This is an optimization exercise on Yosys and OpenROAD, whose aim is a short achievable clock period and few clock cycles, not a production implementation. Function was checked by simulation only, so behaviour that the tests miss may differ from the original. Power and IR drop assume default switching activity.

==> build 25: inputs <==
Design rv_core_top, start of the top module:
module rv_core_top (
   input  wire logic           clk_i,
   input  wire logic           t_intr,
   output rv_pkg::word_t       imem_addr_o,
   input  rv_pkg::word_t       imem_rdata_i,
   output rv_pkg::word_t       dmem_addr_o,
   output logic                dmem_we_o,
   output logic                dmem_re_o,
   output rv_pkg::byte_mask_t  dmem_be_o,
   output rv_pkg::word_t       dmem_wdata_o,
   input  rv_pkg::word_t       dmem_rdata_i
);
   rv_pkg::fx_reg_t  fx;
   rv_pkg::xm_reg_t  xm;
   rv_pkg::reg_idx_t raddr_a;
   rv_pkg::reg_idx_t raddr_b;
   rv_pkg::word_t    rdata_a;
   rv_pkg::word_t    rdata_b;
   logic             stall;
   logic             mispred;
   rv_pkg::word_t    redirect_pc;
   logic             cond;
   logic             mp0;
   logic             mp1;
   rv_pkg::word_t    rd0;
   rv_pkg::word_t    rd1;
   logic             resolve;
   logic             taken;
   rv_pkg::word_t    tgt;
   logic             rf_we;
   rv_pkg::reg_idx_t rf_waddr;
   rv_pkg::word_t    rf_wdata;
   rv_pkg::word_t    ld_data;
   rv_fetch u_fetch (
      .clk_i         (clk_i),
      .t_intr        (t_intr),
      .imem_addr_o   (imem_addr_o),
      .imem_rdata_i  (imem_rdata_i),
      .raddr_a_o     (raddr_a),
      .raddr_b_o     (raddr_b),
      .rdata_a_i     (rdata_a),
      .rdata_b_i     (rdata_b),
      .stall_i       (stall),
      .ld_data_i     (ld_data),
      .mispred_i     (mispred),
      .cond_i        (cond),
      .mp0_i         (mp0),
      .mp1_i         (mp1),
      .rd0_i         (rd0),
      .rd1_i         (rd1),
  ...
Settings: LEC_CHECK=0, ABC_CLOCK_PERIOD_IN_PS=3000, CAP_MARGIN=20, CORE_MARGIN=2, CORE_UTILIZATION=35, SLEW_MARGIN=20; clock period 10.0 ns.
standard.sh (not shown) runs the stock make flow with config.mk's settings and CLKGATE_MAP_FILE= SYNTH_SCRIPT=/design/flow/synth_recipe.tcl, a recipe that flattens the netlist after the stock synthesis.
==> flow/flow/run.sh <==
#!/bin/bash
# The standard layout (standard.sh: standard synthesis, floorplan, place, cts, route, finish)
# with a tighter setup-repair target for ORFS's repair_timing steps and repair focused on the
# worst endpoints. The clock, constraints and everything else are the standard flow's.
set -euo pipefail
bash standard.sh SETUP_SLACK_MARGIN=6.5 TNS_END_PERCENT=20 finish > standard_finish.log 2>&1
==> inputs of build 5, as changes to build 25 <==
--- a/flow/design.v
+++ b/flow/design.v
@@ -43,13 +43,13 @@
       word_t    pred_tgt;
       logic     btb_hit;
       btb_idx_t btb_idx;
       word_t    rs_a;         
       word_t    rs_b;
       word_t    a_base;       
-      word_t    b_base;       
+      word_t    b_base;
       logic     fwd_a;        
       logic     fwd_b;
       logic     fwd_aa;       
       logic     fwd_ab;
    } fx_reg_t;
    typedef struct packed {
@@ -202,13 +202,13 @@
    end
    always_ff @(posedge clk_i) begin
       if (stall_i) begin
          if (fx_q.fwd_a) fx_q.rs_a <= ld_data_i;
          if (fx_q.fwd_b) fx_q.rs_b <= ld_data_i;
          if (fx_q.fwd_aa) fx_q.a_base <= ld_data_i;
-         if (fx_q.fwd_ab) fx_q.b_base <= fx_q.d.f_sub ? ~ld_data_i : ld_data_i;
+         if (fx_q.fwd_ab) fx_q.b_base <= ld_data_i;
          fx_q.fwd_a  <= 1'b0;
          fx_q.fwd_b  <= 1'b0;
          fx_q.fwd_aa <= 1'b0;
          fx_q.fwd_ab <= 1'b0;
       end else begin
          fx_q.d          <= dec;
@@ -220,14 +220,13 @@
          fx_q.pred_tgt   <= pred_tgt;
          fx_q.btb_hit    <= hit;
          fx_q.btb_idx    <= hit_idx;
          fx_q.rs_a       <= rdata_a_i;
          fx_q.rs_b       <= rdata_b_i;
          fx_q.a_base     <= dec.a_zero ? '0 : dec.a_pc ? pc_q : rdata_a_i;
-         fx_q.b_base     <= dec.b_four ? 32'd4 : dec.b_imm ? dec.imm
-                            : dec.f_sub ? ~rdata_b_i : rdata_b_i;
+         fx_q.b_base     <= dec.b_four ? 32'd4 : dec.b_imm ? dec.imm : rdata_b_i;
          fx_q.fwd_a      <= fa;
          fx_q.fwd_b      <= fb;
          fx_q.fwd_aa     <= fa && !dec.a_pc && !dec.a_zero;
          fx_q.fwd_ab     <= fb && !dec.b_imm && !dec.b_four;
       end
    end
@@ -376,12 +375,13 @@
       logic ok;
       k  = {1'b0, a ^ b ^ c};
       co[0] = 1'b0;
       for (int i = 0; i < 32; i++) begin
          co[i+1] = (a[i] ^ b[i]) ? !c[i] : a[i];
       end
+      if (skip0) co[1] = a[0] && b[0];    
       ok = 1'b1;
       for (int i = 1; i < 32; i++) begin
          ok = ok && (k[i] == co[i]);
       end
       if (!skip0) ok = ok && !k[0];
       sum_eq = ok;
@@ -401,23 +401,37 @@
       br_cond = c;
    endfunction
    assign op_a  = fx_i.fwd_a  ? xm_i.result : fx_i.rs_a;
    assign op_b  = fx_i.fwd_b  ? xm_i.result : fx_i.rs_b;
    assign alu_a = fx_i.fwd_aa ? xm_i.result : fx_i.a_base;
    assign alu_b = fx_i.fwd_ab ? xm_i.result : fx_i.b_base;
-   rv_pkg::word_t bx_n;       
-   rv_pkg::word_t sum00;
-   rv_pkg::word_t sum10;
-   rv_pkg::word_t sum01;
-   rv_pkg::word_t sum11;
-   assign bx_n  = fx_i.d.f_sub ? ~xm_i.result : xm_i.result;
-   assign sum00 = fx_i.a_base + fx_i.b_base + {31'b0, fx_i.d.f_sub};
-   assign sum10 = xm_i.result + fx_i.b_base + {31'b0, fx_i.d.f_sub};
-   assign sum01 = fx_i.a_base + bx_n + {31'b0, fx_i.d.f_sub};
-   assign sum11 = xm_i.result + bx_n + {31'b0, fx_i.d.f_sub};
-   assign sum   = fx_i.fwd_aa ? (fx_i.fwd_ab ? sum11 : sum10) : (fx_i.fwd_ab ? sum01 : sum00);
+   rv_pkg::word_t add00;
+   rv_pkg::word_t add10;
+   rv_pkg::word_t add01;
+   rv_pkg::word_t add11;
+   rv_pkg::word_t sub00;
+   rv_pkg::word_t sub10;
+   rv_pkg::word_t sub01;
+   logic [6:0]    pick;
+   assign add00 = fx_i.a_base + fx_i.b_base;
+   assign add10 = xm_i.result + fx_i.b_base;
+   assign add01 = fx_i.a_base + xm_i.result;
+   assign add11 = xm_i.result + xm_i.result;
+   assign sub00 = fx_i.a_base - fx_i.b_base;
+   assign sub10 = xm_i.result - fx_i.b_base;
+   assign sub01 = fx_i.a_base - xm_i.result;    
+   assign pick[0] = !fx_i.d.f_sub && !fx_i.fwd_aa && !fx_i.fwd_ab;
+   assign pick[1] = !fx_i.d.f_sub &&  fx_i.fwd_aa && !fx_i.fwd_ab;
+   assign pick[2] = !fx_i.d.f_sub && !fx_i.fwd_aa &&  fx_i.fwd_ab;
+   assign pick[3] = !fx_i.d.f_sub &&  fx_i.fwd_aa &&  fx_i.fwd_ab;
+   assign pick[4] =  fx_i.d.f_sub && !fx_i.fwd_aa && !fx_i.fwd_ab;
+   assign pick[5] =  fx_i.d.f_sub &&  fx_i.fwd_aa && !fx_i.fwd_ab;
+   assign pick[6] =  fx_i.d.f_sub && !fx_i.fwd_aa &&  fx_i.fwd_ab;
+   assign sum = (add00 & {32{pick[0]}}) | (add10 & {32{pick[1]}}) | (add01 & {32{pick[2]}})
+              | (add11 & {32{pick[3]}}) | (sub00 & {32{pick[4]}}) | (sub10 & {32{pick[5]}})
+              | (sub01 & {32{pick[6]}});
    always_comb begin
       alu_res = '0;
       if (fx_i.d.f_add || fx_i.d.f_sub) alu_res = alu_res | sum;
       if (fx_i.d.f_sll)  alu_res = alu_res | (alu_a << alu_b[4:0]);
       if (fx_i.d.f_srl)  alu_res = alu_res | (alu_a >> alu_b[4:0]);
       if (fx_i.d.f_sra)  alu_res = alu_res | 32'($signed(alu_a) >>> alu_b[4:0]);
==> flow/run.sh (new file) <==
#!/bin/bash
# synth_recipe.tcl (not shown) runs the flow's synth.tcl, then flattens the netlist and writes it again
# the make line also repeats each setting of config.mk as NAME=value (left out here)
make -C /OpenROAD-flow-scripts/flow DESIGN_CONFIG=/design/flow/config.mk WORK_HOME=/design/flow/orfs CLKGATE_MAP_FILE= SYNTH_SCRIPT=/design/flow/synth_recipe.tcl finish
- CELL_PAD_IN_SITES_DETAIL_PLACEMENT: not set -> 1
- CELL_PAD_IN_SITES_GLOBAL_PLACEMENT: not set -> 2
- CORE_UTILIZATION: 35 -> 25
- PLACE_DENSITY: not set -> 0.4
- SETUP_SLACK_MARGIN: not set -> 5
- TNS_END_PERCENT: not set -> 20
removed: flow/flow/run.sh
removed: flow/standard.sh
==> inputs of build 46, as changes to build 25 <==
--- a/flow/design.v
+++ b/flow/design.v
@@ -43,13 +43,13 @@
       word_t    pred_tgt;
       logic     btb_hit;
       btb_idx_t btb_idx;
       word_t    rs_a;         
       word_t    rs_b;
       word_t    a_base;       
-      word_t    b_base;       
+      word_t    b_base;
       logic     fwd_a;        
       logic     fwd_b;
       logic     fwd_aa;       
       logic     fwd_ab;
    } fx_reg_t;
    typedef struct packed {
@@ -202,13 +202,13 @@
    end
    always_ff @(posedge clk_i) begin
       if (stall_i) begin
          if (fx_q.fwd_a) fx_q.rs_a <= ld_data_i;
          if (fx_q.fwd_b) fx_q.rs_b <= ld_data_i;
          if (fx_q.fwd_aa) fx_q.a_base <= ld_data_i;
-         if (fx_q.fwd_ab) fx_q.b_base <= fx_q.d.f_sub ? ~ld_data_i : ld_data_i;
+         if (fx_q.fwd_ab) fx_q.b_base <= ld_data_i;
          fx_q.fwd_a  <= 1'b0;
          fx_q.fwd_b  <= 1'b0;
          fx_q.fwd_aa <= 1'b0;
          fx_q.fwd_ab <= 1'b0;
       end else begin
          fx_q.d          <= dec;
@@ -220,14 +220,13 @@
          fx_q.pred_tgt   <= pred_tgt;
          fx_q.btb_hit    <= hit;
          fx_q.btb_idx    <= hit_idx;
          fx_q.rs_a       <= rdata_a_i;
          fx_q.rs_b       <= rdata_b_i;
          fx_q.a_base     <= dec.a_zero ? '0 : dec.a_pc ? pc_q : rdata_a_i;
-         fx_q.b_base     <= dec.b_four ? 32'd4 : dec.b_imm ? dec.imm
-                            : dec.f_sub ? ~rdata_b_i : rdata_b_i;
+         fx_q.b_base     <= dec.b_four ? 32'd4 : dec.b_imm ? dec.imm : rdata_b_i;
          fx_q.fwd_a      <= fa;
          fx_q.fwd_b      <= fb;
          fx_q.fwd_aa     <= fa && !dec.a_pc && !dec.a_zero;
          fx_q.fwd_ab     <= fb && !dec.b_imm && !dec.b_four;
       end
    end
@@ -376,12 +375,13 @@
       logic ok;
       k  = {1'b0, a ^ b ^ c};
       co[0] = 1'b0;
       for (int i = 0; i < 32; i++) begin
          co[i+1] = (a[i] ^ b[i]) ? !c[i] : a[i];
       end
+      if (skip0) co[1] = a[0] && b[0];    
       ok = 1'b1;
       for (int i = 1; i < 32; i++) begin
          ok = ok && (k[i] == co[i]);
       end
       if (!skip0) ok = ok && !k[0];
       sum_eq = ok;
@@ -401,23 +401,37 @@
       br_cond = c;
    endfunction
    assign op_a  = fx_i.fwd_a  ? xm_i.result : fx_i.rs_a;
    assign op_b  = fx_i.fwd_b  ? xm_i.result : fx_i.rs_b;
    assign alu_a = fx_i.fwd_aa ? xm_i.result : fx_i.a_base;
    assign alu_b = fx_i.fwd_ab ? xm_i.result : fx_i.b_base;
-   rv_pkg::word_t bx_n;       
-   rv_pkg::word_t sum00;
-   rv_pkg::word_t sum10;
-   rv_pkg::word_t sum01;
-   rv_pkg::word_t sum11;
-   assign bx_n  = fx_i.d.f_sub ? ~xm_i.result : xm_i.result;
-   assign sum00 = fx_i.a_base + fx_i.b_base + {31'b0, fx_i.d.f_sub};
-   assign sum10 = xm_i.result + fx_i.b_base + {31'b0, fx_i.d.f_sub};
-   assign sum01 = fx_i.a_base + bx_n + {31'b0, fx_i.d.f_sub};
-   assign sum11 = xm_i.result + bx_n + {31'b0, fx_i.d.f_sub};
-   assign sum   = fx_i.fwd_aa ? (fx_i.fwd_ab ? sum11 : sum10) : (fx_i.fwd_ab ? sum01 : sum00);
+   rv_pkg::word_t add00;
+   rv_pkg::word_t add10;
+   rv_pkg::word_t add01;
+   rv_pkg::word_t add11;
+   rv_pkg::word_t sub00;
+   rv_pkg::word_t sub10;
+   rv_pkg::word_t sub01;
+   logic [6:0]    pick;
+   assign add00 = fx_i.a_base + fx_i.b_base;
+   assign add10 = xm_i.result + fx_i.b_base;
+   assign add01 = fx_i.a_base + xm_i.result;
+   assign add11 = xm_i.result + xm_i.result;
+   assign sub00 = fx_i.a_base - fx_i.b_base;
+   assign sub10 = xm_i.result - fx_i.b_base;
+   assign sub01 = fx_i.a_base - xm_i.result;    
+   assign pick[0] = !fx_i.d.f_sub && !fx_i.fwd_aa && !fx_i.fwd_ab;
+   assign pick[1] = !fx_i.d.f_sub &&  fx_i.fwd_aa && !fx_i.fwd_ab;
+   assign pick[2] = !fx_i.d.f_sub && !fx_i.fwd_aa &&  fx_i.fwd_ab;
+   assign pick[3] = !fx_i.d.f_sub &&  fx_i.fwd_aa &&  fx_i.fwd_ab;
+   assign pick[4] =  fx_i.d.f_sub && !fx_i.fwd_aa && !fx_i.fwd_ab;
+   assign pick[5] =  fx_i.d.f_sub &&  fx_i.fwd_aa && !fx_i.fwd_ab;
+   assign pick[6] =  fx_i.d.f_sub && !fx_i.fwd_aa &&  fx_i.fwd_ab;
+   assign sum = (add00 & {32{pick[0]}}) | (add10 & {32{pick[1]}}) | (add01 & {32{pick[2]}})
+              | (add11 & {32{pick[3]}}) | (sub00 & {32{pick[4]}}) | (sub10 & {32{pick[5]}})
+              | (sub01 & {32{pick[6]}});
    always_comb begin
       alu_res = '0;
       if (fx_i.d.f_add || fx_i.d.f_sub) alu_res = alu_res | sum;
       if (fx_i.d.f_sll)  alu_res = alu_res | (alu_a << alu_b[4:0]);
       if (fx_i.d.f_srl)  alu_res = alu_res | (alu_a >> alu_b[4:0]);
       if (fx_i.d.f_sra)  alu_res = alu_res | 32'($signed(alu_a) >>> alu_b[4:0]);
- CELL_PAD_IN_SITES_DETAIL_PLACEMENT: not set -> 1
- CELL_PAD_IN_SITES_GLOBAL_PLACEMENT: not set -> 2
- CORE_UTILIZATION: 35 -> 30
==> run notes <==
Fmax achieved: build 5 0.1941 GHz; build 46 0.2440 GHz; build 25 -
Multi-input combinational cell area: build 5 55880 um^2; build 46 62400 um^2; build 25 -
Number of max-slew violations in the final report: build 5 0; build 46 0; build 25 -
Std-Cell Core Area: build 5 427600 um^2; build 46 355900 um^2; build 25 -
Routed wire per std cell: build 5 40.97 um; build 46 41.85 um; build 25 -
Max transition margin: build 5 17.27%; build 46 14.00%; build 25 -
Critical Path Sink: build 5 u_fetch.fx_q[57]; build 46 u_fetch.fx_q[44]; build 25 -
Power group with the largest share: build 5 combinational logic; build 46 combinational logic; build 25 -
Critical path type: build 5 primary input to flop; build 46 primary input to flop; build 25 -
Setup slack, reg-to-reg: build 5 4.91 ns; build 46 5.98 ns; build 25 -
Die X: build 5 659.4 um; build 46 602.3 um; build 25 551.4 um
Final ANT Viol Nets: build 5 0; build 46 0; build 25 -
Result of the run: build 5 complete, no violations; build 46 complete, no violations; build 25 aborted with a tool error
Failing step: build 5 -; build 46 -; build 25 global routing (5_1_grt)
Highest metal used: build 5 met5; build 46 met5; build 25 -
NetSw: build 5 12.94 mW; build 46 14.31 mW; build 25 -
Fin nets: build 5 12.04k; build 46 13.19k; build 25 -
Seq_cells: build 5 1802; build 46 1802; build 25 -
PwrDens: build 5 241.2 nW/um^2; build 46 231.5 nW/um^2; build 25 -
Cell class ranked first by area: build 5 multi-input combinational cells; build 46 multi-input combinational cells; build 25 -
Non-clock buffer instance count of the final layout: build 5 614; build 46 1751; build 25 -
Fraction of area in multi-input gates: build 5 44.44%; build 46 42.57%; build 25 -
Worst Min Path Start: build 5 u_fetch.fx_q[133]; build 46 u_fetch.fx_q[134]; build 25 -
Testbench counts of build 25, summed over its fixed seeds: cycles 209,135.
Testbench counts of build 5, summed over its fixed seeds: cycles 209,135.
Testbench counts of build 46, summed over its fixed seeds: cycles 209,135.

-- afterwards: timing with drivers on the ports --
In the flow no input, the clock included, has a driving cell. The finished layouts below were timed again as built, in two steps. Step 1 (the two cells are an assumption about what drives the block):
set clk [get_ports {clk_i}]
set_driving_cell -lib_cell sky130_fd_sc_hd__clkbuf_16 $clk
set_driving_cell -lib_cell sky130_fd_sc_hd__buf_2 [delete_from_list [all_inputs] $clk]
Step 2 times the ports against the registers' clock, not the clock port: input delays grow and output delays shrink by t, the midpoint of the rising clock arrivals with the driver on. Slacks: ideal ports / drivers / drivers and shift; pairs: ideal ports / drivers.
run | t, ns | slack for setup (ns) | hold slack, ns | worst slew at a driven data input, ns | cell pins on the clock port's net
build 5 | 1.070 | 4.849 / 4.880 / 3.810 | 0.343 / 0.343 / 0.343 | 0.22 | 1
build 46 | 1.062 | 5.901 / 5.855 / 4.792 | 0.343 / 0.343 / 0.343 | 0.30 | 1
After both steps every run listed still meets setup and hold. The setup slack of build 46, which loses most, moves by -0.046 ns with the drivers and by -1.109 ns with both steps.
